From an optimization exercise on the open Yosys and OpenROAD flow, aimed at small area, a short achievable clock period and few clock cycles per item; shortcuts taken in it are not production practice. RTL that was checked went through simulation tests only; none was proved equivalent to the original. For runs 2 and 3, only the layout was checked, not whether the RTL still works.

==> design/flow/config.mk <==
export PLATFORM = sky130hd
export DESIGN_NAME = ai_density_engine
export DESIGN_NICKNAME = ai_density_engine
export VERILOG_FILES = /design/flow/design.v
export SDC_FILE = /design/flow/constraint.sdc
export NUM_CORES = 4
export LEC_CHECK = 0
export ABC_AREA = 1
export CAP_MARGIN = 20
export CORE_MARGIN = 2
export CORE_UTILIZATION = 40
export SLEW_MARGIN = 20
==> design/flow/constraint.sdc <==
create_clock -name core_clock -period 70.0 [get_ports {clock}]
set_input_delay 14.0000 -clock core_clock [delete_from_list [all_inputs] [get_ports {clock}]]
set_output_delay 14.0000 -clock core_clock [all_outputs]
set_load 0.01 [all_outputs]
==> design/flow/design.v <==
module ai_density_row (
    input  logic [9:0]      m,
    input  logic [9:0]      h,
    input  logic            s5,
    input  logic            s4,
    input  logic [1:0]      s3,
    input  logic            s2,
    output logic [9:0][8:0] d
);
    always_comb begin
        for (int i = 0; i < 10; i++) d[i] = '0;
        for (int l = 2; l <= 5; l++) begin
            for (int c = 0; c + l <= 10; c++) begin
                logic       ok;
                logic [2:0] k;
                logic [1:0] mult;
                logic [5:0] w;
                ok = 1'b1;
                k  = '0;
                for (int j = 0; j < l; j++) begin
                    ok = ok & ~m[c+j];
                    k  = k + 3'(h[c+j]);
                end
                mult = (l == 5) ? {1'b0, s5} : (l == 4) ? {1'b0, s4} : (l == 3) ? s3 : {1'b0, s2};
                w = ok ? (6'd1 + {1'b0, k, 2'b00}) * 6'(mult) : 6'd0;
                for (int j = 0; j < l; j++) d[c+j] = d[c+j] + 9'(w);
            end
        end
    end
endmodule
module ai_density_col (
    input  logic [3:0] mb,
    input  logic [3:0] hb,
    input  logic [3:0] ma,
    input  logic [3:0] ha,
    input  logic       hs,
    input  logic       s5,
    input  logic       s4,
    input  logic [1:0] s3,
    input  logic       s2,
    output logic [8:0] d
);
    logic [4:0] fl, fr;
    logic [1:0] m [6];
    logic [2:0] gl [5], gr [5];
    logic [4:0] tl [5], tr [5];
    logic [4:0] n;
    logic [6:0] k;
    always_comb begin
        m[0] = '0; m[1] = '0; m[2] = {1'b0, s2}; m[3] = s3; m[4] = {1'b0, s4}; m[5] = {1'b0, s5};
        fl[0] = 1'b1;
        fr[0] = 1'b1;
        for (int j = 1; j <= 4; j++) begin
            fl[j] = fl[j-1] & ~mb[j-1];
            fr[j] = fr[j-1] & ~ma[j-1];
        end
        for (int o = 0; o <= 4; o++) begin
            gl[o] = '0;
            gr[o] = '0;
            for (int r = 0; r <= 4 - o; r++) begin
                gl[o] = gl[o] + ((fl[o] & fr[r]) ? 3'(m[o+r+1]) : 3'd0);
                gr[o] = gr[o] + ((fr[o] & fl[r]) ? 3'(m[o+r+1]) : 3'd0);
            end
        end
        tl[4] = 5'(gl[4]);
        tr[4] = 5'(gr[4]);
        for (int o = 3; o >= 1; o--) begin
            tl[o] = tl[o+1] + 5'(gl[o]);
            tr[o] = tr[o+1] + 5'(gr[o]);
        end
        tl[0] = '0;
        tr[0] = '0;
        n = tl[1] + 5'(gl[0]);
        k = hs ? 7'(n) : 7'd0;
        for (int j = 1; j <= 4; j++)
            k = k + (hb[j-1] ? 7'(tl[j]) : 7'd0) + (ha[j-1] ? 7'(tr[j]) : 7'd0);
        d = 9'(n) + {k, 2'b00};
    end
endmodule
module ai_density_engine #(
    parameter int                     GRID       = 10,
    parameter int                     NUM_SHIPS  = 5,
    parameter logic [4*NUM_SHIPS-1:0] SHIP_LENS  = {4'd2, 4'd3, 4'd3, 4'd4, 4'd5},
    parameter int                     CW         = 8,
    parameter int                     HIT_WEIGHT = 4
) (
    input  logic                  clock,
    input  logic                  reset,
    input  logic [1:0]            addr,
    input  logic                  write_en,
    input  logic [GRID*GRID-1:0]  data_in,
    output logic                  wait_request,
    output logic [GRID*GRID+3:0]  data_out
);
    localparam int N = 100;
    logic [N-1:0] fired;       
    logic [N-1:0] hit;
    logic [4:0]   ships;
    logic         busy;
    logic [3:0]   rcnt;
    logic         res_valid;
    logic [6:0]   res_idx;
    logic [7:0]   res_max;
    logic         start;
    logic [3:0]   row;
    logic [N-1:0] miss;
    logic [1:0]   s3;
    assign start = !busy && write_en && (addr == 2'd0);
    assign row   = busy ? rcnt : 4'd0;
    assign miss  = fired & ~hit;
    assign s3    = {ships[2] & ships[3], ships[2] ^ ships[3]};
    logic [3:0] vmb [10], vhb [10], vma [10], vha [10];
    always_comb begin
        for (int c = 0; c < 10; c++) begin
            for (int d = 1; d <= 4; d++) begin
                if (int'(row) >= d) begin
                    vmb[c][d-1] = miss[(10-d)*10+c]; vhb[c][d-1] = hit[(10-d)*10+c];
                end else begin
                    vmb[c][d-1] = 1'b1;              vhb[c][d-1] = 1'b0;
                end
                if (int'(row) + d <= 9) begin
                    vma[c][d-1] = miss[d*10+c];      vha[c][d-1] = hit[d*10+c];
                end else begin
                    vma[c][d-1] = 1'b1;              vha[c][d-1] = 1'b0;
                end
            end
        end
    end
    logic [9:0][8:0] dh;
    logic [8:0]      dv [10];
    ai_density_row u_h (.m(miss[9:0]), .h(hit[9:0]), .s5(ships[0]), .s4(ships[1]), .s3(s3),
        .s2(ships[4]), .d(dh));
    for (genvar c = 0; c < 10; c++) begin : g_cell
        ai_density_col u_v (.mb(vmb[c]), .hb(vhb[c]), .ma(vma[c]), .ha(vha[c]), .hs(hit[c]),
            .s5(ships[0]), .s4(ships[1]), .s3(s3), .s2(ships[4]), .d(dv[c]));
    end
    logic [10:0] cand;
    logic [7:0]  val [11];
    logic [10:0] alive;
    logic [7:0]  bmax;
    logic        bfound;
    logic [6:0]  bidx;
    always_comb begin
        logic [9:0] s;
        cand[0] = busy & res_valid;
        val[0]  = res_max;
        for (int c = 0; c < 10; c++) begin
            s = {1'b0, dh[c]} + {1'b0, dv[c]};
            cand[c+1] = !fired[c];
            val[c+1]  = (s[9:8] != 2'b00) ? 8'hff : s[7:0];
        end
        alive = cand;
        for (int b = 7; b >= 0; b--) begin
            logic [10:0] one;
            for (int j = 0; j < 11; j++) one[j] = alive[j] & val[j][b];
            bmax[b] = |one;
            if (|one) alive = one;
        end
        bfound = |cand;
        bidx   = 7'd127;
        for (int j = 10; j >= 1; j--)
            if (alive[j]) bidx = 7'(row * 10 + j - 1);
        if (alive[0]) bidx = res_idx;
        if (!bfound) bmax = '0;
    end
    always_comb begin
        data_out = '0;
        case (addr)
            2'd0:    data_out[15:0] = {res_valid, res_idx, res_max};
            2'd1:    data_out[N-1:0] = fired;
            2'd2:    data_out[N-1:0] = hit;
            default: data_out[4:0] = ships;
        endcase
    end
    assign wait_request = busy;
    always_ff @(posedge clock) begin
        if (reset) begin
            fired     <= '0;
            hit       <= '0;
            ships     <= '0;
            busy      <= 1'b0;
            rcnt      <= '0;
            res_valid <= 1'b0;
            res_idx   <= '0;
            res_max   <= '0;
        end else if (busy || start) begin
            fired     <= {fired[9:0], fired[N-1:10]};
            hit       <= {hit[9:0], hit[N-1:10]};
            res_valid <= bfound;
            res_idx   <= bidx;
            res_max   <= bmax;
            rcnt      <= row + 4'd1;
            busy      <= (row != 4'd9);
        end else if (write_en) begin
            case (addr)
                2'd1:    fired <= data_in;
                2'd2:    hit   <= data_in;
                2'd3:    ships <= data_in[4:0];
                default: ;
            endcase
        end
    end
endmodule
==> design/flow/run.sh <==
#!/bin/bash
# synth_recipe.tcl (not shown) runs the flow's synth.tcl, then flattens the netlist and writes it again
# the make line also repeats each setting of config.mk as NAME=value (left out here)
make -C /OpenROAD-flow-scripts/flow DESIGN_CONFIG=/design/flow/config.mk WORK_HOME=/design/flow/orfs CLKGATE_MAP_FILE= SYNTH_SCRIPT=/design/flow/synth_recipe.tcl finish
==> flow_summary.yaml, run 1 <==
status:
  status: "finished clean"
route:
  avgViaCountPerCell: 5.26
  wl_microns: 198000
  post_drt_wl_per_cell_microns: 21.7
  firstDrtPassIters: 6
  num_vias: 48100
  drc_errors: 0
  drt.antenna.violating_nets: 0
  first_iter_violations: 4366
sta:
  hold_violations: 0
  fmax_mhz: 31.0
  worst_slew_pin_slew_ns: 1.16
  worst_slack_ns: 37.76
  maxSlewViolCount: 0
  finalCritPeriodShare: 0.461
  fin_crit_ns: 32.24
  relSlewSlack: 0.228
  clock_skew_ns: 0.0241
  rsz0062_at_grt: "no"
  finalSetupTns_ns: 0
  setup_viol: 0
clocking:
  cts-root-buf: "clkbuf_16"
  cts_tree: "yes"
  post_cts_resized: 0
  path_clk_slew_ns: 0.08
  cts_hold_buf: 0
  post-cts-setup-buffers: 0
  clk_path_buf_depth: 3
  insertion_delay_ns: 0.59
  htreeDepth: 1
  clkSinkCount: 226
  cts_buffers: 25
layout:
  drive_above_1_share: 0.0415
  utilization: 0.441
  layout_commonest_cell: "inv_1"
  stdcell_area_sq_mm: 0.0581
  layout_common_cells: "inv_1, nand2_1, ha_1"
  syn_to_final_growth_pct: 9.26
  fin_nets: 8888
floorplanning:
  fp.dieW_microns: 369
  start_util: 0.404
  die_y_microns: 369
  fp.dieArea_sq_mm: 0.136
  fp-row-count: 133
  coreArea_sq_mm: 0.132
  pin_count: 210
logic_synthesis:
  yosysWarnings: 19
  synth.cell_area_sq_mm: 0.0532
  ys_seq_area_frac: 0.0851
  syn_area_per_cell_sq_um: 7.33
  ys_types: 62
  ys_seq_elements: 226
  synth_cells: 7258
grt:
  grt.overflow.total: 0
  grt_pass1_wl_microns: 296000
  antenna_found_initial: 20
  grt_max_degree: 216
  grt_usage: 0.288
  grt_pass1_vias: 47500
worst_setup_path:
  cp-start-kind: "input port"
  setup.worst_path.end_class: "output port"
  arrival_ns: 18.24
  critPathMaxFanout: 90
  crit_type: "input port to output port"
  crit_required_ns: 56.00
place:
  gp_congestion: 1.00
  place_area_sq_mm: 0.0572
  numPortBuffers: 205
  dp_hpwl_microns: 168000
  dp_slack_ns: 37.96
hold_path:
  hold_path_class: "register to register"
flow_run:
  drv_cap: 0
==> registers in the layout, summed over array words and instances (netlist names) <==
| signal | cells |
|---|---|
| res_idx | 7 |
| hit | 100 |
| ships | 5 |
| busy | 1 |
| fired | 100 |
| res_max | 8 |
| res_valid | 1 |
| rcnt | 4 |
==> cells by family after synthesis <==
kind of cell             after synthesis  share of synthesized area
adder cells (fa/ha/maj)             1418                      0.431
AO/OA/AOI/OAI                        994                      0.107
flip-flops                           226                     0.0851
AND/OR/NAND/NOR                     2565                      0.209
other                                  1                  0.0000705
XOR/XNOR                             249                     0.0410
buffers and inverters               1805                      0.128
==> critical path, stage by stage <==
cell             delay, ns
clkdlybuf4s50_1       0.55
inv_1                 0.18
ha_4                  0.88
inv_1                 0.70
o22ai_1               0.35
a21oi_1               0.06
o21ai_0               0.81
clkdlybuf4s50_1       0.70
==> through the flow <==
stage | cells | hold WS [ns]
after floorplan | 7261 | 0.457
final | 9142 | 0.484
after detailed placement | 9093 | 0.473
after global routing | 9137 | 0.518
after CTS | 9137 | 0.484
after global placement | 9093 | 0.479
==> layer usage <==
layer / wire length (microns) / global-route usage / share of wire
met1: 83000 / 0.385 / 0.42
met2: 85700 / 0.453 / 0.43
met3: 17500 / 0.0481 / 0.088
met4: 11900 / 0.138 / 0.060
met5: 111 / 0 / 0.00056
==> final timing paths <==
path | start | endpoint | slack, ns | depth (start not counted)
worst max register to register | busy | res_idx[1] | 50.01 | 93
worst min register to register | res_idx[5] | res_idx[5] | 0.48 | 2
worst max-delay path | addr[1] | data_out[2] | 37.76 | 8
worst min-delay path | res_idx[5] | res_idx[5] | 0.48 | 2
==> synth_stat cells (all sizes together) <==
cell / n / area, sq um
buf: 18 / 82.6
dfxtp: 226 / 4520
a31o: 2 / 17.5
a221oi: 3 / 26.3
nand2: 1588 / 6160
xor2: 109 / 955
a22oi: 4 / 30.0
o22ai: 4 / 25.0
nor4: 4 / 25.0
nor3b: 16 / 120
a31oi: 223 / 1400
o221ai: 7 / 61.3
conb: 1 / 3.75
nand3b: 21 / 165
xnor2: 140 / 1230
o21ai: 318 / 1630
nor2: 564 / 2380
inv: 1617 / 6070
o21a: 1 / 7.51
or3: 2 / 12.5
a21oi: 322 / 1630
clkinv: 7 / 26.3
nor3: 83 / 432
or2: 29 / 181
and2: 2 / 12.5
a21boi: 4 / 41.3
nand4: 69 / 465
and3: 1 / 6.26
a21o: 33 / 248
nand3: 186 / 1130
o211ai: 6 / 45.0
o21bai: 18 / 139
ha: 732 / 9160
clkbuf: 162 / 618
o2111ai: 2 / 17.5
fa: 686 / 13700
a211o: 3 / 26.3
dlygate4sd3: 1 / 10.0
a211oi: 44 / 330
==> area by class of cell <==
type                    count  area (sq um)
multi-input cells        5230         41900
repair buffers            258          2470
clock inverters             9           139
clock buffers              35           743
fillers                 13400         73500
flip-flops and latches    226          4530
inverters                1624          6110
diodes                      5          12.5
well taps                1755          2200
Testbench counts, summed over its fixed seeds: cycles 2,688, queries 192.
==> run 2: changes to the inputs <==
--- a/design/flow/design.v
+++ b/design/flow/design.v
@@ -8,6 +8,8 @@
     output logic [9:0][8:0] d
 );
-    always_comb begin
-        for (int i = 0; i < 10; i++) d[i] = '0;
+    logic [5:0] w [2:5][10];
+    always_comb begin
+        for (int l = 2; l <= 5; l++)
+            for (int c = 0; c < 10; c++) w[l][c] = '0;
         for (int l = 2; l <= 5; l++) begin
             for (int c = 0; c + l <= 10; c++) begin
@@ -15,5 +17,4 @@
                 logic [2:0] k;
                 logic [1:0] mult;
-                logic [5:0] w;
                 ok = 1'b1;
                 k  = '0;
@@ -23,6 +24,21 @@
                 end
                 mult = (l == 5) ? {1'b0, s5} : (l == 4) ? {1'b0, s4} : (l == 3) ? s3 : {1'b0, s2};
-                w = ok ? (6'd1 + {1'b0, k, 2'b00}) * 6'(mult) : 6'd0;
-                for (int j = 0; j < l; j++) d[c+j] = d[c+j] + 9'(w);
+                w[l][c] = ok ? (6'd1 + {1'b0, k, 2'b00}) * 6'(mult) : 6'd0;
+            end
+        end
+        d[0] = 9'(w[2][0]) + 9'(w[3][0]) + 9'(w[4][0]) + 9'(w[5][0]);
+        for (int i = 1; i <= 4; i++) begin
+            d[i] = d[i-1];
+            for (int l = 2; l <= 5; l++) begin
+                if (i + l <= 10) d[i] = d[i] + 9'(w[l][i]);
+                if (i - l >= 0)  d[i] = d[i] - 9'(w[l][i-l]);
+            end
+        end
+        d[9] = 9'(w[2][8]) + 9'(w[3][7]) + 9'(w[4][6]) + 9'(w[5][5]);
+        for (int i = 8; i >= 5; i--) begin
+            d[i] = d[i+1];
+            for (int l = 2; l <= 5; l++) begin
+                if (i - l + 1 >= 0)  d[i] = d[i] + 9'(w[l][i-l+1]);
+                if (i + 1 + l <= 10) d[i] = d[i] - 9'(w[l][i+1]);
             end
         end
@@ -164,39 +180,55 @@
         if (!bfound) bmax = '0;
     end
-    always_comb begin
-        data_out = '0;
-        case (addr)
-            2'd0:    data_out[15:0] = {res_valid, res_idx, res_max};
-            2'd1:    data_out[N-1:0] = fired;
-            2'd2:    data_out[N-1:0] = hit;
-            default: data_out[4:0] = ships;
-        endcase
+    logic sel0, sel1, sel2, sel3;
+    assign sel0 = (addr == 2'd0);
+    assign sel1 = (addr == 2'd1);
+    assign sel2 = (addr == 2'd2);
+    assign sel3 = (addr == 2'd3);
+    always_comb begin
+        logic [15:0] res_word;
+        res_word = {res_valid, res_idx, res_max};
+        for (int i = 0; i < N; i++) begin
+            data_out[i] = (sel1 & fired[i]) | (sel2 & hit[i]);
+            if (i < 16) data_out[i] = data_out[i] | (sel0 & res_word[i]);
+            if (i < 5)  data_out[i] = data_out[i] | (sel3 & ships[i]);
+        end
+        data_out[N+3:N] = '0;
     end
     assign wait_request = busy;
+    logic         rot;
+    logic         clr;
+    logic         ld_fired, ld_hit;
+    logic [9:0]   keep;
+    assign rot      = busy | start;
+    assign ld_fired = !busy && write_en && addr == 2'd1;
+    assign ld_hit   = !busy && write_en && addr == 2'd2;
+    assign keep     = {10{~clr}};
+    always_ff @(posedge clock) begin
+        if (ld_fired)     fired <= data_in;
+        else if (rot)     fired <= {fired[9:0] & keep, fired[N-1:10]};
+        if (ld_hit)       hit <= data_in;
+        else if (rot)     hit <= {hit[9:0] & keep, hit[N-1:10]};
+    end
     always_ff @(posedge clock) begin
         if (reset) begin
-            fired     <= '0;
-            hit       <= '0;
+            busy      <= 1'b1;
+            clr       <= 1'b1;
+            rcnt      <= '0;
             ships     <= '0;
-            busy      <= 1'b0;
-            rcnt      <= '0;
             res_valid <= 1'b0;
             res_idx   <= '0;
             res_max   <= '0;
-        end else if (busy || start) begin
-            fired     <= {fired[9:0], fired[N-1:10]};
-            hit       <= {hit[9:0], hit[N-1:10]};
-            res_valid <= bfound;
-            res_idx   <= bidx;
-            res_max   <= bmax;
-            rcnt      <= row + 4'd1;
-            busy      <= (row != 4'd9);
-        end else if (write_en) begin
-            case (addr)
-                2'd1:    fired <= data_in;
-                2'd2:    hit   <= data_in;
-                2'd3:    ships <= data_in[4:0];
-                default: ;
-            endcase
+        end else begin
+            if (!busy && write_en && addr == 2'd3) ships <= data_in[4:0];
+            if (rot) begin
+                rcnt <= row + 4'd1;
+                busy <= (row != 4'd9);
+                if (row == 4'd9) clr <= 1'b0;
+                if (!clr) begin
+                    res_valid <= bfound;
+                    res_idx   <= bidx;
+                    res_max   <= bmax;
+                end
+            end
         end
     end
--- a/design/flow/config.mk
+++ b/design/flow/config.mk
@@ -7,6 +7,6 @@
 export LEC_CHECK = 0
 export ABC_AREA = 1
-export CAP_MARGIN = 20
+export CAP_MARGIN = 60
 export CORE_MARGIN = 2
-export CORE_UTILIZATION = 40
-export SLEW_MARGIN = 20
+export CORE_UTILIZATION = 60
+export SLEW_MARGIN = 60
==> flow_summary.yaml, run 2 <==
grt:
  antenna_found_initial: 2
  grt.overflow.total: 0
  grt_usage: 0.404
  grt_max_degree: 105
  grt_pass1_vias: 42400
  grt_pass1_wl_microns: 253000
worst_setup_path:
  crit_required_ns: 56.00
  critPathMaxFanout: 48
  arrival_ns: 16.84
  setup.worst_path.end_class: "output port"
  crit_type: "input port to output port"
  cp-start-kind: "input port"
sta:
  setup_viol: 0
  finalSetupTns_ns: 0
  clock_skew_ns: 0.0216
  worst_slew_pin_slew_ns: 0.606
  relSlewSlack: 0.596
  maxSlewViolCount: 0
  hold_violations: 0
  rsz0062_at_grt: "no"
  fin_crit_ns: 30.84
  finalCritPeriodShare: 0.441
  fmax_mhz: 32.4
layout:
  layout_common_cells: "inv_1, nand2_1, ha_1"
  layout_commonest_cell: "inv_1"
  fin_nets: 7923
  diodes: 0
  drive_above_1_share: 0.0422
  largest_registers: "fired (100), hit (100), res_max (8)"
  utilization: 0.662
  syn_to_final_growth_pct: 9.39
logic_synthesis:
  synth_cells: 6396
  ys_seq_area_frac: 0.134
  synth_top_flop_cell: "edfxtp_1"
  ys_seq_elements: 227
  synth_top_area_share: 0.224
  synth_area_leader_cell: "fa_1"
  syn_area_per_cell_sq_um: 7.63
  ys_types: 56
  yosysMostFrequentCell: "inv_1"
  synthArstFlopShare: 0
  synth_common_cells: "inv_1, nand2_1, ha_1"
  synth.cell_area_sq_mm: 0.0488
  yosysWarnings: 20
  synthTopCellsByArea: "fa_1, ha_1, edfxtp_1"
  synth_edf_count: 200
route:
  drc_errors: 0
  wl_microns: 169000
  avgViaCountPerCell: 5.70
  post_drt_wl_per_cell_microns: 22.1
  firstDrtPassIters: 6
  first_iter_violations: 4061
  num_vias: 43600
  drt.antenna.violating_nets: 0
floorplanning:
  die_y_microns: 289
  start_util: 0.606
  pin_count: 210
  fp.dieArea_sq_mm: 0.0836
  coreArea_sq_mm: 0.0805
  fp.dieW_microns: 289
  fp-row-count: 104
clocking:
  htreeDepth: 1
  path_clk_slew_ns: 0.07
  clk_path_buf_depth: 3
  cts_hold_buf: 0
  post-cts-setup-buffers: 0
  insertion_delay_ns: 0.56
  cts_tree: "yes"
  cts-root-buf: "clkbuf_16"
  clkSinkCount: 227
  post_cts_resized: 0
  cts_buffers: 25
flow_run:
  drv_cap: 0
place:
  dp_hpwl_microns: 143000
  gp_congestion: 1.04
  numPortBuffers: 205
hold_path:
  hold_path_class: "register to register"
status:
  status: "finished clean"
==> run 2: per-layer routing <==
| metal | vias to the layer above | global-route usage | wire [microns] |
|---|---|---|---|
| met5 | - | 0 | 13 |
| met2 | 2040 | 0.630 | 73300 |
| li1 | 20400 | - | - |
| met4 | 2 | 0.153 | 7940 |
| met3 | 364 | 0.0832 | 18800 |
| met1 | 20800 | 0.555 | 69100 |
==> run 2: final timing paths <==
check | start | end | slack (ns) | depth (start not counted)
worst min register to register | rcnt[3] | rcnt[3] | 0.49 | 2
worst max register to register | hit[1] | res_idx[2] | 46.45 | 107
worst min-delay path | rcnt[3] | rcnt[3] | 0.49 | 2
worst max-delay path | addr[1] | data_out[0] | 39.16 | 10
==> run 2: kinds of logic after synthesis <==
| group | Yosys count | synth area share |
|---|---|---|
| and+or+nand+nor | 2268 | 0.199 |
| buffers and inverters | 1569 | 0.122 |
| adders and majority gates | 1249 | 0.404 |
| AOI/OAI and AO/OA | 822 | 0.0941 |
| xor gates and xnor gates | 260 | 0.0467 |
| DFF | 227 | 0.134 |
| other | 1 | 0.0000769 |
==> run 2: final cells by class <==
cell class / count / area (sq um)
inverter: 1447 / 5440
multi-input combinational: 4603 / 36700
sequential: 227 / 6550
clock buffer: 29 / 641
fill: 7167 / 27200
timing repair buffer: 265 / 2570
clock inverter: 15 / 181
tap: 1060 / 1330
==> run 2: critical path: stages <==
cell and delay (ns):
clkdlybuf4s50_1 0.56, inv_1 0.10, nor2_4 0.15, buf_6 0.19
clkinv_2 0.39, buf_4 0.44, o22ai_1 0.25, a21oi_1 0.06
o21ai_0 0.10, clkdlybuf4s50_1 0.58
==> run 2: per-stage QoR <==
step	hold slack (ns)	instance area [sq um]	std cells	setup slack, ns
2_1_floorplan	0.446	48800	6399	40.96
4_1_cts	0.490	53200	7645	39.26
5_1_grt	0.508	53400	7646	38.97
3_5_place_dp	0.479	52400	7601	39.26
6_report	0.489	53400	7646	39.16
3_3_place_gp	0.453	52200	7596	38.62
==> run 3: changes to the inputs <==
--- a/design/flow/config.mk
+++ b/design/flow/config.mk
@@ -7,6 +7,6 @@
 export LEC_CHECK = 0
 export ABC_AREA = 1
-export CAP_MARGIN = 60
+export CAP_MARGIN = 20
 export CORE_MARGIN = 2
 export CORE_UTILIZATION = 60
-export SLEW_MARGIN = 60
+export SLEW_MARGIN = 20
==> flow_summary.yaml, run 3 <==
worst_setup_path:
  critPathMaxFanout: 48
  crit_type: "input port to output port"
  r2r.worst_path.cells: 106
  slowest_stage: "nor2_4"
  cp_common_cell: "clkdlybuf4s50_1"
  r2r_slack_ns: 46.17
  cp-start-kind: "input port"
  cpPeakStageDelay_ns: 0.88
  startpoint: "addr[1]"
  rr_startpoint: "hit[1]"
  r2r-end: "res_idx[5]"
  crit_required_ns: 56.00
  path_cells: "clkdlybuf4s50_1 -> inv_1 -> nor2_4 -> inv_2 -> buf_4 -> o22ai_1 -> a21oi_1 -> o21ai_0 -> clkdlybuf4s50_1"
  arrival_ns: 17.57
  setup.worst_path.end_class: "output port"
logic_synthesis:
  syn_area_per_cell_sq_um: 7.63
  synth_area_leader_cell: "fa_1"
  yosysWarnings: 20
  ys_types: 56
  yosysMostFrequentCell: "inv_1"
  synth.cell_area_sq_mm: 0.0488
  synthArstFlopShare: 0
  synth_edf_count: 200
  synthTopCellsByArea: "fa_1, ha_1, edfxtp_1"
  ys_seq_elements: 227
  synth_top_area_share: 0.224
  synth_top_flop_cell: "edfxtp_1"
  synth_common_cells: "inv_1, nand2_1, ha_1"
  synth_cells: 6396
  ys_seq_area_frac: 0.134
grt:
  grt_most_used_layer: "met2"
  grt_pass1_wl_microns: 254000
  met1_usage: 0.559
  antenna_found_initial: 6
  grt_max_degree: 105
  grt_pass1_vias: 42500
  grtUsageMet2: 0.638
  grt.overflow.total: 0
  use_met3: 0.0818
  grt_usage: 0.406
clocking:
  cts_buffers: 24
  path_clk_slew_ns: 0.07
  post-cts-setup-buffers: 0
  htreeDepth: 1
  clkSinkCount: 227
  post_cts_resized: 0
  clk_path_buf_depth: 3
  cts_tree: "yes"
  cts_hold_buf: 0
  cts-root-buf: "clkbuf_16"
  insertion_delay_ns: 0.56
sta:
  hold_violations: 0
  worst_slew_pin_slew_ns: 1.17
  maxSlewViolCount: 0
  fin_crit_ns: 31.57
  finalSetupTns_ns: 0
  relSlewSlack: 0.217
  rsz0062_at_grt: "no"
  finalCritPeriodShare: 0.451
  setup_viol: 0
  fmax_mhz: 31.7
  clock_skew_ns: 0.0249
hold_path:
  hp-start: "clr"
  whs_path_depth: 2
  hold-path-endpoint: "clr"
  hold_path_class: "register to register"
layout:
  layout_common_cells: "inv_1, nand2_1, ha_1"
  syn_to_final_growth_pct: 8.52
  largest_registers: "fired (100), hit (100), res_max (8)"
  layout_commonest_cell: "inv_1"
  final_cell_count_no_fill: 7643
  fin_nets: 7916
  drive_above_1_share: 0.0348
status:
  status: "finished clean"
floorplanning:
  die_y_microns: 289
  fp.dieArea_sq_mm: 0.0836
  coreArea_sq_mm: 0.0805
  start_util: 0.606
  fp.dieW_microns: 289
  fp-row-count: 104
  pin_count: 210
place:
  gp_congestion: 1.04
  dp.cells: 7596
  numPortBuffers: 205
  dp_hpwl_microns: 143000
flow_run:
  drv_cap: 0
route:
  avgViaCountPerCell: 5.70
  post_drt_wl_per_cell_microns: 22.2
  drc_errors: 0
  num_vias: 43600
  first_iter_violations: 4341
  firstDrtPassIters: 6
  wl_microns: 169000
  drt.antenna.violating_nets: 0
[run 3: cell counts after synthesis]
No cell type changed its count.
[run 3: worst max-delay path by stage]
stage,end,slack [ns],cells past startpoint
4_1_cts,data_out[0],38.54,9
3_3_place_gp,data_out[0],38.62,9
6_report,data_out[0],38.43,9
3_5_place_dp,data_out[0],38.57,9
5_1_grt,data_out[0],38.29,9
2_1_floorplan,data_out[19],40.96,6
[run 3: cells by family (layout without fill, tap and decap cells)]
| family | count (synthesis) | count (layout) | synth area share |
|---|---|---|---|
| simple gates | 2268 | 2268 | 0.199 |
| buf+inv | 1569 | 1750 | 0.122 |
| fa+ha+maj | 1249 | 1249 | 0.404 |
| compound gates | 822 | 822 | 0.0941 |
| xor+xnor | 260 | 260 | 0.0467 |
| flops | 227 | 227 | 0.134 |
| other cells | 1 | 7 | 0.0000769 |
[run 3: critical path, delay by kind of cell]
kind | cells | cell delay (ns)
and+or+nand+nor | 1 | 0.88
AOI/OAI and AO/OA | 3 | 0.41
buffers and inverters | 5 | 2.25
[run 3: metal layers]
layer  vias to the layer above  share of wire
met5                         -        0.00021
met4                         6          0.042
met3                       359           0.11
met2                      2153           0.44
met1                     20600           0.41
li1                      20400              -
[run 3: cell type report]
cell class	instances	area [sq um]
clock inverters	14	128
clock buffers	30	644
repair buffers	259	2460
inverters	1447	5440
well taps	1060	1330
multi-input cells	4603	36400
diodes	3	7.51
fillers	7233	27600
flip-flops and latches	227	6550
[run 3: per-stage QoR]
stage	utilization	setup WS (ns)	instance area (sq um)	hold WS (ns)
2_1_floorplan	-	40.96	48800	0.446
6_report	0.657	38.43	52900	0.473
4_1_cts	0.657	38.54	52900	0.474
3_3_place_gp	0.647	38.62	52200	0.453
3_5_place_dp	0.647	38.57	52200	0.464
5_1_grt	0.657	38.29	52900	0.497
==> run 4: changes to the inputs <==
--- a/design/flow/design.v
+++ b/design/flow/design.v
@@ -197,38 +197,31 @@
     assign wait_request = busy;
     logic         rot;
-    logic         clr;
-    logic         ld_fired, ld_hit;
-    logic [9:0]   keep;
+    logic         ld_fired, ld_hit, ld_ships;
+    logic [N-1:0] din;
     assign rot      = busy | start;
-    assign ld_fired = !busy && write_en && addr == 2'd1;
-    assign ld_hit   = !busy && write_en && addr == 2'd2;
-    assign keep     = {10{~clr}};
+    assign ld_fired = reset | (!busy && write_en && addr == 2'd1);
+    assign ld_hit   = reset | (!busy && write_en && addr == 2'd2);
+    assign ld_ships = reset | (!busy && write_en && addr == 2'd3);
+    assign din      = reset ? '0 : data_in;
     always_ff @(posedge clock) begin
-        if (ld_fired)     fired <= data_in;
-        else if (rot)     fired <= {fired[9:0] & keep, fired[N-1:10]};
-        if (ld_hit)       hit <= data_in;
-        else if (rot)     hit <= {hit[9:0] & keep, hit[N-1:10]};
+        if (ld_fired)     fired <= din;
+        else if (rot)     fired <= {fired[9:0], fired[N-1:10]};
+        if (ld_hit)       hit <= din;
+        else if (rot)     hit <= {hit[9:0], hit[N-1:10]};
+        if (ld_ships)     ships <= din[4:0];
     end
     always_ff @(posedge clock) begin
         if (reset) begin
-            busy      <= 1'b1;
-            clr       <= 1'b1;
+            busy      <= 1'b0;
             rcnt      <= '0;
-            ships     <= '0;
             res_valid <= 1'b0;
             res_idx   <= '0;
             res_max   <= '0;
-        end else begin
-            if (!busy && write_en && addr == 2'd3) ships <= data_in[4:0];
-            if (rot) begin
-                rcnt <= row + 4'd1;
-                busy <= (row != 4'd9);
-                if (row == 4'd9) clr <= 1'b0;
-                if (!clr) begin
-                    res_valid <= bfound;
-                    res_idx   <= bidx;
-                    res_max   <= bmax;
-                end
-            end
+        end else if (rot) begin
+            res_valid <= bfound;
+            res_idx   <= bidx;
+            res_max   <= bmax;
+            rcnt      <= row + 4'd1;
+            busy      <= (row != 4'd9);
         end
     end
--- a/design/flow/config.mk
+++ b/design/flow/config.mk
@@ -9,4 +9,4 @@
 export CAP_MARGIN = 20
 export CORE_MARGIN = 2
-export CORE_UTILIZATION = 60
+export CORE_UTILIZATION = 40
 export SLEW_MARGIN = 20
==> flow_summary.yaml, run 4 <==
sta:
  rsz0062_at_grt: "no"
  hold_violations: 0
  fin_crit_ns: 30.93
  worst_slew_pin_slew_ns: 1.10
  clock_skew_ns: 0.0209
  fmax_mhz: 32.3
  maxSlewViolCount: 0
  relSlewSlack: 0.268
  setup_viol: 0
  finalSetupTns_ns: 0
  finalCritPeriodShare: 0.442
route:
  drc_errors: 0
  first_iter_violations: 3634
  firstDrtPassIters: 6
  wl_microns: 178000
  num_vias: 43100
  post_drt_wl_per_cell_microns: 21.5
  avgViaCountPerCell: 5.22
  drt.antenna.violating_nets: 0
layout:
  fin_nets: 7962
  largest_registers: "fired (100), hit (100), res_max (8)"
  drive_above_1_share: 0.0380
  final_cell_count_no_fill: 8255
  utilization: 0.443
  layout_commonest_cell: "inv_1"
  syn_to_final_growth_pct: 9.96
  layout_common_cells: "inv_1, nand2_1, ha_1"
floorplanning:
  coreArea_sq_mm: 0.122
  fp.dieW_microns: 354
  die_y_microns: 354
  fp-row-count: 128
  start_util: 0.403
  fp.dieArea_sq_mm: 0.125
  pin_count: 210
worst_setup_path:
  arrival_ns: 16.93
  cp-start-kind: "input port"
  setup.worst_path.end_class: "output port"
  critPathMaxFanout: 96
  crit_type: "input port to output port"
  r2r_slack_ns: 46.53
  crit_required_ns: 56.00
grt:
  grt_usage: 0.280
  antenna_found_initial: 5
  grt_max_degree: 98
  grt_pass1_vias: 42700
  grt_pass1_wl_microns: 265000
  grt.overflow.total: 0
clocking:
  insertion_delay_ns: 0.60
  clk_path_buf_depth: 3
  cts_buffers: 25
  post-cts-setup-buffers: 0
  cts-root-buf: "clkbuf_16"
  clkSinkCount: 226
  post_cts_resized: 0
  htreeDepth: 1
  path_clk_slew_ns: 0.08
  cts_hold_buf: 0
  cts_tree: "yes"
logic_synthesis:
  synth_cells: 6444
  synth.cell_area_sq_mm: 0.0491
  synthTopCellsByArea: "fa_1, ha_1, edfxtp_1"
  synth_top_flop_cell: "edfxtp_1"
  syn_area_per_cell_sq_um: 7.61
  synth_common_cells: "inv_1, nand2_1, ha_1"
  ys_types: 56
  ys_seq_area_frac: 0.134
  synth_edf_count: 205
  synth_area_leader_cell: "fa_1"
  ys_seq_elements: 226
  synth_top_area_share: 0.223
  synthArstFlopShare: 0
  yosysWarnings: 20
  yosysMostFrequentCell: "inv_1"
place:
  dp.cells: 8207
  numPortBuffers: 205
  dp_hpwl_microns: 151000
  gp_congestion: 0.998
hold_path:
  hold_path_class: "register to register"
flow_run:
  drv_cap: 0
status:
  status: "finished clean"
==> run 4: logic make-up after synthesis <==
logic type	Yosys count	synth area share
buffers and inverters	1622	0.125
flip-flops	226	0.134
AND/OR/NAND/NOR	2278	0.200
adder cells (fa/ha/maj)	1248	0.402
XOR/XNOR	262	0.0469
AO/OA/AOI/OAI	807	0.0930
other	1	0.0000764
==> run 4: critical path: stages <==
cell	delay (ns)
clkdlybuf4s50_1	0.50
inv_1	0.09
nor2_1	0.51
inv_4	0.55
o211ai_1	0.62
clkdlybuf4s50_1	0.64
==> run 4: routing by layer <==
| metal | track usage | up-vias | wire length (microns) |
|---|---|---|---|
| li1 | - | 20500 | - |
| met1 | 0.386 | 20500 | 77100 |
| met2 | 0.441 | 1779 | 77100 |
| met3 | 0.0391 | 372 | 14500 |
| met4 | 0.119 | 4 | 9030 |
| met5 | 0 | - | 24 |
==> run 4: stage by stage <==
step,cell area [sq um],worst slack [ns],hold WS [ns]
global route,54000,38.97,0.534
floorplan,49100,40.90,0.459
global placement,53100,39.09,0.486
detailed placement,53100,39.06,0.495
finish,54000,39.07,0.512
CTS,53900,39.05,0.508
==> run 4: path summary, 6_finish.rpt <==
check / cells past startpoint / endpoint / start
min: 2 / rcnt[3] / rcnt[3]
max reg2reg: 105 / res_idx[4] / hit[2]
min reg2reg: 2 / rcnt[3] / rcnt[3]
max: 6 / data_out[8] / addr[0]
==> run 4: area by class of cell <==
cell class                 count  area (sq um)
timing repair buffer         263          2480
tap                         1625          2030
antenna                        3          7.51
multi-input combinational   4599         36400
fill                       12500         67800
inverter                    1494          5620
clock inverter                20           181
clock buffer                  25           626
sequential                   226          6580
Testbench counts of run 4, summed over its fixed seeds: cycles 2,688, queries 192.

## separate check: timing with driven ports
How much do the figures lean on ideal ports? The routed layouts below were timed once more, with nothing changed but the port constraints.
Step 1 (the two cells are an assumption about what drives the block):
set clk [get_ports {clock}]
set_driving_cell -lib_cell sky130_fd_sc_hd__clkbuf_16 $clk
set_driving_cell -lib_cell sky130_fd_sc_hd__buf_2 [delete_from_list [all_inputs] $clk]
Step 2 moves the port delays by t, midway between the first and last clock arrival at a register: inputs arrive t later, outputs are due t later. That takes back most of the time a late clock gives input paths.
a / b / c = ideal ports / drivers / drivers and shift; a / b = the first two.
| run | t, ns | slack for setup (ns) | worst setup path after step 2 | clock arrival spread, ns |
|---|---|---|---|---|
| run 1 | 0.635 | 37.759 / 37.706 / 37.706 | input to output | 0.024 / 0.025 |
| run 2 | 0.607 | 39.159 / 39.136 / 39.136 | input to output | 0.022 / 0.021 |
| run 3 | 0.613 | 38.433 / 38.409 / 38.409 | input to output | 0.025 / 0.025 |
| run 4 | 0.645 | 39.073 / 39.007 / 39.007 | input to output | 0.022 / 0.022 |
After both steps setup and hold are still met in every run listed. For run 4, which loses most, drivers alone change the setup slack by -0.066 ns; drivers and shift together by -0.066 ns.
